Background: an optimization exercise with open tools, aiming at small area. Do not read the settings as production practice. Function was checked by simulation only, so behaviour that the tests miss may differ from the original.

**design/flow/config.mk**
```make
export PLATFORM = sky130hd
export DESIGN_NAME = luma_invert_via_yuv
export DESIGN_NICKNAME = luma_invert_via_yuv
export VERILOG_FILES = /design/flow/design.v
export SDC_FILE = /design/flow/constraint.sdc
export NUM_CORES = 4
export LEC_CHECK = 0
export CAP_MARGIN = 20
export CORE_MARGIN = 2
export CORE_UTILIZATION = 40
export SLEW_MARGIN = 20
```
**design/flow/constraint.sdc**
```tcl
create_clock -name core_clock -period 5.5 [get_ports {i_clk}]
set_input_delay 1.1000 -clock core_clock [delete_from_list [all_inputs] [get_ports {i_clk}]]
set_output_delay 1.1000 -clock core_clock [all_outputs]
set_load 0.01 [all_outputs]
```
**design/flow/design.v**
```verilog
`default_nettype none
package liv_pkg;
    localparam int FRAC_BITS = 16;
    localparam logic [15:0] K_YR = 16'd19595;
    localparam logic [15:0] K_YG = 16'd38470;
    localparam logic [15:0] K_YB = 16'd7471;
    localparam logic [15:0] K_UR = 16'd9642;
    localparam logic [15:0] K_UG = 16'd18931;
    localparam logic [15:0] K_UB = 16'd28574;
    localparam logic [15:0] K_VR = 16'd40305;
    localparam logic [15:0] K_VG = 16'd33750;
    localparam logic [15:0] K_VB = 16'd6554;
    localparam logic signed [18:0] K_RV = 19'sd74700;
    localparam logic signed [18:0] K_GU = 19'sd25864;
    localparam logic signed [18:0] K_GV = 19'sd38050;
    localparam logic signed [18:0] K_BU = 19'sd133176;
    localparam logic signed [27:0] CHROMA_OFF = 28'sd8388608;   
    typedef logic signed [27:0] t_fix;
    typedef struct packed {
        logic       vld;
        logic [7:0] y;
        logic [7:0] u;
        logic [7:0] v;
    } t_yuv;
    function automatic logic [7:0] to_byte(input t_fix fixed);
        logic signed [11:0] whole;
        whole = 12'(fixed >>> FRAC_BITS);
        if (whole < 12'sd0) begin
            to_byte = 8'd0;
        end else if (whole > 12'sd255) begin
            to_byte = 8'd255;
        end else begin
            to_byte = whole[7:0];
        end
    endfunction
endpackage
`default_nettype wire
`default_nettype none
module liv_fwd (
    input  wire logic          i_clk,
    input  wire logic          i_rst_n,
    input  wire logic          i_vld,
    input  wire logic [7:0]    i_red,
    input  wire logic [7:0]    i_green,
    input  wire logic [7:0]    i_blue,
    output liv_pkg::t_yuv      o_yuv
);
    logic        r_vld1;
    logic [23:0] r_yr, r_yg, r_yb;
    logic [23:0] r_ur, r_ug, r_ub;
    logic [23:0] r_vr, r_vg, r_vb;
    logic [23:0] n_yr, n_yg, n_yb;
    logic [23:0] n_ur, n_ug, n_ub;
    logic [23:0] n_vr, n_vg, n_vb;
    liv_pkg::t_fix sum_y, sum_u, sum_v;
    liv_pkg::t_yuv r_yuv, n_yuv;
    always_comb begin
        n_yr = liv_pkg::K_YR * i_red;
        n_yg = liv_pkg::K_YG * i_green;
        n_yb = liv_pkg::K_YB * i_blue;
        n_ur = liv_pkg::K_UR * i_red;
        n_ug = liv_pkg::K_UG * i_green;
        n_ub = liv_pkg::K_UB * i_blue;
        n_vr = liv_pkg::K_VR * i_red;
        n_vg = liv_pkg::K_VG * i_green;
        n_vb = liv_pkg::K_VB * i_blue;
    end
    always_ff @(posedge i_clk) begin
        if (!i_rst_n) begin
            r_vld1 <= 1'b0;
        end else begin
            r_vld1 <= i_vld;
        end
        r_yr <= n_yr;
        r_yg <= n_yg;
        r_yb <= n_yb;
        r_ur <= n_ur;
        r_ug <= n_ug;
        r_ub <= n_ub;
        r_vr <= n_vr;
        r_vg <= n_vg;
        r_vb <= n_vb;
    end
    always_comb begin
        sum_y = $signed({4'd0, r_yr}) + $signed({4'd0, r_yg}) + $signed({4'd0, r_yb});
        sum_u = liv_pkg::CHROMA_OFF - $signed({4'd0, r_ur}) - $signed({4'd0, r_ug})
              + $signed({4'd0, r_ub});
        sum_v = liv_pkg::CHROMA_OFF + $signed({4'd0, r_vr}) - $signed({4'd0, r_vg})
              - $signed({4'd0, r_vb});
        n_yuv.vld = r_vld1;
        n_yuv.y   = 8'd255 - liv_pkg::to_byte(sum_y);
        n_yuv.u   = liv_pkg::to_byte(sum_u);
        n_yuv.v   = liv_pkg::to_byte(sum_v);
    end
    always_ff @(posedge i_clk) begin
        if (!i_rst_n) begin
            r_yuv.vld <= 1'b0;
        end else begin
            r_yuv.vld <= n_yuv.vld;
        end
        r_yuv.y <= n_yuv.y;
        r_yuv.u <= n_yuv.u;
        r_yuv.v <= n_yuv.v;
    end
    assign o_yuv = r_yuv;
endmodule
`default_nettype wire
`default_nettype none
module liv_inv (
    input  wire logic          i_clk,
    input  wire logic          i_rst_n,
    input  wire liv_pkg::t_yuv i_yuv,
    output logic               o_vld,
    output logic [7:0]         o_red,
    output logic [7:0]         o_green,
    output logic [7:0]         o_blue
);
    logic signed [8:0] du, dv;
    logic              r_vld3;
    liv_pkg::t_fix     r_yb, r_rv, r_gu, r_gv, r_bu;
    liv_pkg::t_fix     n_yb, n_rv, n_gu, n_gv, n_bu;
    liv_pkg::t_fix     sum_r, sum_g, sum_b;
    logic              r_vld4;
    logic [7:0]        r_red, r_green, r_blue;
    always_comb begin
        du   = $signed({1'b0, i_yuv.u}) - 9'sd128;
        dv   = $signed({1'b0, i_yuv.v}) - 9'sd128;
        n_yb = $signed({4'd0, i_yuv.y, 16'd0});
        n_rv = liv_pkg::K_RV * dv;
        n_gu = liv_pkg::K_GU * du;
        n_gv = liv_pkg::K_GV * dv;
        n_bu = liv_pkg::K_BU * du;
    end
    always_ff @(posedge i_clk) begin
        if (!i_rst_n) begin
            r_vld3 <= 1'b0;
        end else begin
            r_vld3 <= i_yuv.vld;
        end
        r_yb <= n_yb;
        r_rv <= n_rv;
        r_gu <= n_gu;
        r_gv <= n_gv;
        r_bu <= n_bu;
    end
    always_comb begin
        sum_r = r_yb + r_rv;
        sum_g = r_yb - r_gu - r_gv;
        sum_b = r_yb + r_bu;
    end
    always_ff @(posedge i_clk) begin
        if (!i_rst_n) begin
            r_vld4 <= 1'b0;
        end else begin
            r_vld4 <= r_vld3;
        end
        r_red   <= liv_pkg::to_byte(sum_r);
        r_green <= liv_pkg::to_byte(sum_g);
        r_blue  <= liv_pkg::to_byte(sum_b);
    end
    assign o_vld   = r_vld4;
    assign o_red   = r_red;
    assign o_green = r_green;
    assign o_blue  = r_blue;
endmodule
`default_nettype wire
`default_nettype none
module luma_invert_via_yuv (
    input  wire logic       i_clk,
    input  wire logic       i_rst_n,
    input  wire logic       start,
    output logic            busy,
    input  wire logic [7:0] i_red_in,
    input  wire logic [7:0] i_green_in,
    input  wire logic [7:0] i_blue_in,
    input  wire logic [7:0] i_alpha_in,
    input  wire logic       i_last_in,
    output logic            o_valid,
    output logic [7:0]      o_red_out,
    output logic [7:0]      o_green_out,
    output logic [7:0]      o_blue_out,
    output logic [7:0]      o_alpha_out,
    output logic            o_last_out
);
    localparam int DEPTH = 4;
    liv_pkg::t_yuv yuv;
    logic [7:0]    r_alpha [DEPTH];
    logic          r_last  [DEPTH];
    assign busy = 1'b0;
    liv_fwd u_fwd (
        .i_clk   (i_clk),
        .i_rst_n (i_rst_n),
        .i_vld   (start),
        .i_red   (i_red_in),
        .i_green (i_green_in),
        .i_blue  (i_blue_in),
        .o_yuv   (yuv)
    );
    liv_inv u_inv (
        .i_clk   (i_clk),
        .i_rst_n (i_rst_n),
        .i_yuv   (yuv),
        .o_vld   (o_valid),
        .o_red   (o_red_out),
        .o_green (o_green_out),
        .o_blue  (o_blue_out)
    );
    always_ff @(posedge i_clk) begin
        r_alpha[0] <= i_alpha_in;
        r_last[0]  <= i_last_in;
        for (int i = 1; i < DEPTH; i++) begin
            r_alpha[i] <= r_alpha[i-1];
            r_last[i]  <= r_last[i-1];
        end
    end
    assign o_alpha_out = r_alpha[DEPTH-1];
    assign o_last_out  = r_last[DEPTH-1];
endmodule
`default_nettype wire
```
**design/flow/run.sh**
```bash
#!/bin/bash
# synth_recipe.tcl (not shown) runs the flow's synth.tcl, then flattens the netlist and writes it again
# the make line also repeats each setting of config.mk as NAME=value (left out here)
make -C /OpenROAD-flow-scripts/flow DESIGN_CONFIG=/design/flow/config.mk WORK_HOME=/design/flow/orfs CLKGATE_MAP_FILE= SYNTH_SCRIPT=/design/flow/synth_recipe.tcl finish
```
==> summary.txt <==
- Status: finished clean
- Worst setup EP type: flip-flop
- DRT Wirelength: 80000 um
- Startpoint Class: input port
- Setup Skew: 0.0352 ns
- Max-slew violation count: 0
- Sink Count: 350
- Reg clk slew, reported paths: 0.06 ns
- CP Max Fanout: 4
- Total GRT Usage: 0.184
- Port-buffer cells: 69
- R2r setup slk: 0.40 ns
- Num rows: 107
- Max Cap Viol: 0
- Root Driver: clkbuf_16
- Crit-path cells: clkdlybuf4s50_1 -> buf_4 -> fa_1 -> fa_1 -> fa_1 -> fa_1 -> ha_1 -> a21o_1 -> a21oi_1 -> nand2_1 -> o21ai_0 -> o21bai_1 -> o311ai_0 -> nand3_1 -> nand2_1
- Final ANT Viol Nets: 0
- Synth unique cells: 81
- H-tree Lvls: 2
- CP bufs+invs: 2
- CP Data Required Time: 6.00 ns
- Fmax: 192 MHz
- First-pass GRT wire length: 130000 um
- Max Buffers Root-to-Sink: 3
- Avg WL per Cell: 15.7 um
- Largest net degree at the start of global routing: 15
- Share of cells above drive strength 1: 0.119
- CTS tree: yes
- Hold WS: 0.326 ns
- Top cell by count, worst path: fa_1
- Seq/Total Area, Yosys: 0.203
- Core area: 85400 um^2
- Most used flip-flop cell after synthesis: dfxtp_1
- Final Cycle Share: 0.948
- CTS buffer count: 41
- Worst skew pair latency: 0.58 ns
- R2R cell count: 18
- Die Ht: 298 um
- Reg2reg start: u_fwd.r_vg[1]$_DFF_P_
- Total gr overflow: 0
- Final Hold Vio Count: 0
- Syn Std Cell Area: 34600 um^2
- Dpl cells: 5037
- Post-synth EDFFs: 0
- Slew headroom: 0.576
- Gpl congestion: 0.901
- Async S/R FF share, synth: 0
- Syn Area/Cell: 9.93 um^2
- Area grow syn2layout: 18.2%
- Initial Utilization: 0.405
- Crit Path Category: input port to flip-flop
- Crit-path max cell delay: 0.65 ns
- Vias in the first global route: 25200
- Hold path startpoint: r_alpha[1][5]$_DFF_P_
- Worst-Margin Slew: 0.631 ns
- Initial DRT Pass Iterations: 5
- Placed cell area: 39300 um^2
- RSZ-0062 raised after global routing: no
- Post-layout net count: 5099
- Post-route cell area: 40800 um^2
- Crit path arrival time: 5.71 ns
- I/O Pins: 71
- Final std cells w/o fill: 5112
- Reg-to-Reg End: u_fwd.r_yuv[18]$_DFF_P_
- Min-delay worst type: flip-flop to flip-flop
- Die X: 298 um
- Remaining routing DRC violations: 0
- Final Setup Violations: 0
- DR vias: 24600
- Hold Path End: r_alpha[2][5]$_DFF_P_
- Top delay family on crit path: adder cells
- Syn Nets: 4642
- Cells after synthesis: 3479
- Min Clock Period, post-route: 5.21 ns
- Post-DR vias/cell: 4.81
- N_diodes: 0
- Initial antenna violation count: 0
- Initial DRC count: 973
- Die area: 88800 um^2
- Worst Hold Path Cells: 0
- Post-DP HPWL: 70100 um
- Synth warn: 5
- Worst path slowest cell: fa_1
- Synthesized flop and latch total: 350
[cells in the mapped netlist (all sizes together), types with 16 or more instances]
cell type,n,area [um^2]
nor2b,44,275
or2,19,119
dfxtp,350,7010
xor2,66,578
and3,22,138
nor4,16,115
and2,19,119
nand2,72,270
nor2,172,646
o21bai,35,263
nor3,66,335
a21o,58,435
nand3,44,220
o211ai,16,120
a31oi,23,159
o21ai,104,521
xnor2,177,1550
a21oi,188,945
o21a,40,300
inv,631,2370
fa,320,6410
ha,807,10100
a211oi,21,163
[worst max-delay path by stage]
stage | slack [ns] | depth (start not counted) | startpoint | endpoint
floorplan | 0.04 | 15 | i_blue_in[5] | u_fwd.r_ub[22]$_DFF_P_
CTS | 0.08 | 16 | i_blue_in[5] | u_fwd.r_ub[22]$_DFF_P_
global route | 0.0004 | 18 | i_blue_in[4] | u_fwd.r_vb[19]$_DFF_P_
global placement | -0.46 | 16 | i_blue_in[5] | u_fwd.r_ub[22]$_DFF_P_
finish | 0.29 | 15 | i_green_in[5] | u_fwd.r_ug[22]$_DFF_P_
detailed placement | -0.53 | 16 | i_blue_in[5] | u_fwd.r_ub[22]$_DFF_P_
[registers in the layout (all words and copies together) (netlist names), 4 cells and up]
| name | flops |
|---|---|
| u_fwd.r_ur | 19 |
| u_fwd.r_ug | 19 |
| u_inv.r_gv | 25 |
| u_fwd.r_vb | 20 |
| r_last | 4 |
| u_inv.r_blue | 8 |
| u_fwd.r_vr | 24 |
| u_fwd.r_yb | 16 |
| u_fwd.r_vg | 23 |
| u_inv.r_yb | 8 |
| u_inv.r_rv | 11 |
| u_inv.r_gu | 21 |
| u_inv.r_green | 8 |
| u_inv.r_bu | 13 |
| u_fwd.r_yuv | 25 |
| u_fwd.r_yg | 20 |
| u_fwd.r_yr | 22 |
| r_alpha | 32 |
| u_inv.r_red | 8 |
| u_fwd.r_ub | 21 |
[metal layers]
metal	GRT usage	share of wire
met5	0	0
met4	0.0609	0.034
met3	0.0213	0.030
met2	0.323	0.48
met1	0.234	0.46
[stage by stage]
stage	utilization	TNS (ns)	setup WS, ns
4_1_cts	0.478	0	0.0765
2_1_floorplan	-	0	0.0388
3_3_place_gp	0.460	-7.67	-0.459
6_report	0.478	0	0.285
3_5_place_dp	0.460	-9.04	-0.532
5_1_grt	0.478	0	0.000445
[final cells by class]
class | count | area, um^2
Fill cell | 8175 | 44600
Multi-Input combinational cell | 2491 | 25200
Sequential cell | 350 | 7010
Timing Repair Buffer | 421 | 3330
Inverter | 631 | 2370
Tap cell | 1144 | 1430
Clock buffer | 52 | 1170
Clock inverter | 23 | 352
[cell usage in the layout, fill, tap and decap left out, types with 7 or more instances in the layout]
cell type	n
or3_1	11
nand4_1	14
o31a_1	7
o21bai_1	35
buf_4	352
a211oi_1	20
nand3_1	44
o211ai_1	16
nor4_1	15
o21a_1	40
nand2b_1	14
a21oi_1	187
fa_1	320
a31o_2	8
a21o_1	58
clkdlybuf4s50_1	69
a211o_1	10
nor2_1	172
nor2b_1	44
inv_1	631
and2_1	18
clkbuf_16	43
ha_1	807
o31ai_1	9
bufinv_16	8
o21ai_0	99
nand2_1	72
a21boi_0	10
and3_1	22
xnor2_1	177
dfxtp_1	350
nor3_1	65
xor2_1	66
a31oi_1	22
or2_2	19
[kinds of logic (layout without fill, tap and decap cells)]
logic type / after synthesis / in the layout / share of synthesized area
AO/OA/AOI/OAI: 583 / 583 / 0.110
buffers and inverters: 638 / 1127 / 0.0694
AND/OR/NAND/NOR: 534 / 534 / 0.0775
XOR/XNOR: 243 / 243 / 0.0616
adder cells (fa/ha/maj): 1127 / 1127 / 0.478
flip-flops: 350 / 350 / 0.203
multiplexers: 3 / 3 / 0.000869
other: 1 / 1 / 0.000109
[worst register-to-register path: cells and delay by family, from the launching register on]
kind,cells,cell delay (ns)
XOR/XNOR,1,0.28
flip-flops,1,0.35
AO/OA/AOI/OAI,11,2.70
AND/OR/NAND/NOR,3,0.68
adder cells (fa/ha/maj),3,0.98
[what timing repair did]
item / 4_1_cts / 5_1_grt
hold buffers: 0 / 0
buffers inserted: 0 / 0
resized for setup: 0 / 10
setup endpoints to repair: 0 / 11

==> port drivers added, routing unchanged <==
The results above use ideal ports. As a check the final layout listed here was re-extracted and re-timed, cells and wires unchanged.
Step 1, drivers: a clkbuf_16 drives i_clk and a buf_2 each remaining input, both assumed.
Step 2 moves the port delays by t, midway between the first and last clock arrival at a register: inputs arrive t later, outputs are due t later. That takes back most of the time a late clock gives input paths.
Three values: ideal ports, drivers, drivers and shift; two values: the first two.
t, ns: 0.623
slack for setup (ns): 0.285 / 0.325 / -0.298
worst setup path after step 2: input to register
worst register clock-pin slew, ns: 0.07 / 0.07
worst data-port slew with drivers (ns): 0.05
Met with ideal ports but missed after step 2: setup timing in this run. For this run, drivers alone change the setup slack by +0.040 ns; drivers and shift together by -0.583 ns.
